From an optimization exercise on the open Yosys and OpenROAD flow, aimed at small area and a short achievable clock period; shortcuts taken in it are not production practice.
Where RTL was checked, it was by simulation tests only, not by an equivalence proof against the original.
Power figures rest on the tool's default switching activity, not on a simulated workload.

==> flow/design.v (excerpt) <==
module memoryManagementUnit (
	input wire logic clock,
	input wire logic reset,
	input wire logic [mmuPkg::addressWidth-1:0] virtualAddress,
	input wire logic affectRandomIndexCounter,
	output logic tlbMiss,
	output logic [mmuPkg::addressWidth-1:0] physicalAddress,
	output logic physicalAddressWriteAllowed,
	output logic physicalAddressValid,
	input wire logic randomizeEntryIndex,
	input wire logic writeEntryEnable,
	input wire logic [2:0] specialRegisterReadIndex,
	output logic [mmuPkg::addressWidth-1:0] specialRegisterReadValue,
	input wire logic [mmuPkg::addressWidth-1:0] specialRegisterExplicitWriteValue,
	input wire logic tlbIndexWriteEnable,
	input wire logic tlbIndexDataSource,
	input wire logic tlbEntryHighWriteEnable,
	input wire logic [1:0] tlbEntryHighDataSource,
	input wire logic tlbEntryLowWriteEnable,
	input wire logic [1:0] tlbEntryLowDataSource,
	input wire logic tlbBadAddressWriteEnable,
	input wire logic tlbBadAddressDataSource
);
export LEC_CHECK = 0
export ABC_CLOCK_PERIOD_IN_PS = 3500
export CAP_MARGIN = 20
export CORE_MARGIN = 2
export CORE_UTILIZATION = 45
export PLACE_DENSITY = 0.6
export SETUP_SLACK_MARGIN = 2.5
export SLEW_MARGIN = 20
create_clock -name core_clock -period 6.5 [get_ports {clock}]
run.sh (not shown) runs the stock make flow with config.mk's settings and CLKGATE_MAP_FILE= SYNTH_SCRIPT=/design/flow/synth_recipe.tcl, a recipe that flattens the netlist after the stock synthesis.
The baseline finished with timing, DRC and antenna clean.
Edit:
Settings changed: ABC_CLOCK_PERIOD_IN_PS 3500 to 3000, SETUP_SLACK_MARGIN 2.5 to 3.2.
First-iteration DRC count rises by 9.3%.
Hold slack stays flat.
Wire length goes up by 4.0%.
Synthesized cell count is unchanged.
Area after synthesis stays the same.
Sequential share of layout area is lower by 4.7 points.
Setup slack improved by 300 ps.
Register-to-register slack gains 180 ps.
Cell count went up by 3.8%.
No functional check of the RTL was part of any run of this note.

========
## build 54
memoryManagementUnit, a different RTL version from the one above (not shown whole).
For scale: roughly 1500 flip-flops, about 150 I/O pins, ~68000 um^2 of cells after synthesis.
export LEC_CHECK = 0
export CAP_MARGIN = 20
export CORE_MARGIN = 2
export CORE_UTILIZATION = 58
export PLACE_DENSITY = 0.7
export SETUP_SLACK_MARGIN = 3.0
export SLEW_MARGIN = 20
export TNS_END_PERCENT = 0
create_clock -name core_clock -period 6.5 [get_ports {clock}]
standard.sh (not shown) runs the stock make flow with config.mk's settings and CLKGATE_MAP_FILE= SYNTH_SCRIPT=/design/flow/synth_recipe.tcl, a recipe that flattens the netlist after the stock synthesis.
==> flow/flow/run.sh <==
#!/bin/bash
# Standard ORFS layout with two changes: the resizer may swap a cell for any footprint,
# and the port buffers start as plain buffers instead of delay cells.
set -o pipefail
bash standard.sh MATCH_CELL_FOOTPRINT=0 "BUFFER_PORTS_ARGS=-buffer_cell sky130_fd_sc_hd__buf_2" finish > standard_flow.log 2>&1
> inputs changed (build 54 -> build 6)
# build 54
export LEC_CHECK = 0
export CAP_MARGIN = 20
export CORE_MARGIN = 2
export CORE_UTILIZATION = 58
export PLACE_DENSITY = 0.7
export SETUP_SLACK_MARGIN = 3.0
export SLEW_MARGIN = 20
export TNS_END_PERCENT = 0
create_clock -name core_clock -period 6.5 [get_ports {clock}]
# build 6
export LEC_CHECK = 0
export CAP_MARGIN = 20
export CORE_MARGIN = 2
export CORE_UTILIZATION = 45
export PLACE_DENSITY = 0.6
export SETUP_SLACK_MARGIN = 3.0
export SLEW_MARGIN = 20
create_clock -name core_clock -period 6.5 [get_ports {clock}]
- Per the final summary, build 6 finished and its layout is clean on timing, DRC and antenna.
- Note that the area occupied by multi-input gates recorded for build 54 amounts to 0.901 times the value seen in build 6.
- Taking build 54 as the reference point, the power per cell area of build 6 falls by 5.8%.
- Build 6 against build 54: final total power moved up, count of multi-input gates moved up, met2 track demand over resource in global routing moved down.
Setup changes, build 6 to build 83
# build 6
export LEC_CHECK = 0
export CAP_MARGIN = 20
export CORE_MARGIN = 2
export CORE_UTILIZATION = 45
export PLACE_DENSITY = 0.6
export SETUP_SLACK_MARGIN = 3.0
export SLEW_MARGIN = 20
create_clock -name core_clock -period 6.5 [get_ports {clock}]
# build 83
export LEC_CHECK = 0
export CAP_MARGIN = 20
export CORE_MARGIN = 2
export CORE_UTILIZATION = 52
export PLACE_DENSITY = 0.65
export SETUP_SLACK_MARGIN = 3.0
export SLEW_MARGIN = 20
export TNS_END_PERCENT = 0
create_clock -name core_clock -period 6.5 [get_ports {clock}]
## What came out
Build 83: all stages complete, timing, DRC and antenna checks passed. On core utilization: between build 6 and build 83, it ends up lower for build 6. Delta (build 83 minus build 6): total wirelength of the detailed-routed design went down; global-route usage went up; total inserted antenna cells went up. Between build 83 and build 6, it is build 83 whose proportion of power drawn by flip-flops and latches is higher, by 0.7 points. Relative to build 6, build 83 improves wire length of the first global-routing pass.

-- what the ideal ports hide --
The flow's constraints put no driver on any port. The routed layouts listed below were extracted and timed again, unchanged, in two steps.
Step 1, drivers: a clkbuf_16 drives clock and a buf_2 each remaining input, both assumed.
Step 2 adds t to the input delays and takes it off the output delays; t is the mean of the earliest and latest rising clock arrival at the registers after step 1. Input paths then give back, and output paths get back, about the clock's delay inside the block.
a / b / c = ideal ports / drivers / drivers and shift; a / b = the first two.
run | shift t [ns] | setup slack, ns | hold WS [ns] | latest minus earliest clock arrival (ns) | pins driven straight from the clock port
the first run of note 1 | 0.898 | 2.344 / 2.396 / 1.498 | 0.487 / 0.487 / 0.487 | 0.067 / 0.066 | 1
the second run of note 1 | 0.906 | 2.639 / 2.475 / 1.569 | 0.486 / 0.486 / 0.486 | 0.055 / 0.056 | 1
build 54 | 0.869 | 2.469 / 2.392 / 1.523 | 0.469 / 0.469 / 0.469 | 0.038 / 0.039 | 1
build 6 | 0.903 | 2.443 / 2.316 / 1.413 | 0.482 / 0.482 / 0.482 | 0.041 / 0.041 | 1
build 83 | 0.909 | 2.358 / 2.276 / 1.367 | 0.468 / 0.468 / 0.468 | 0.044 / 0.044 | 1
After both steps every run listed still meets setup and hold. For the second run of note 1, which loses most, drivers alone change the setup slack by -0.164 ns; drivers and shift together by -1.070 ns.
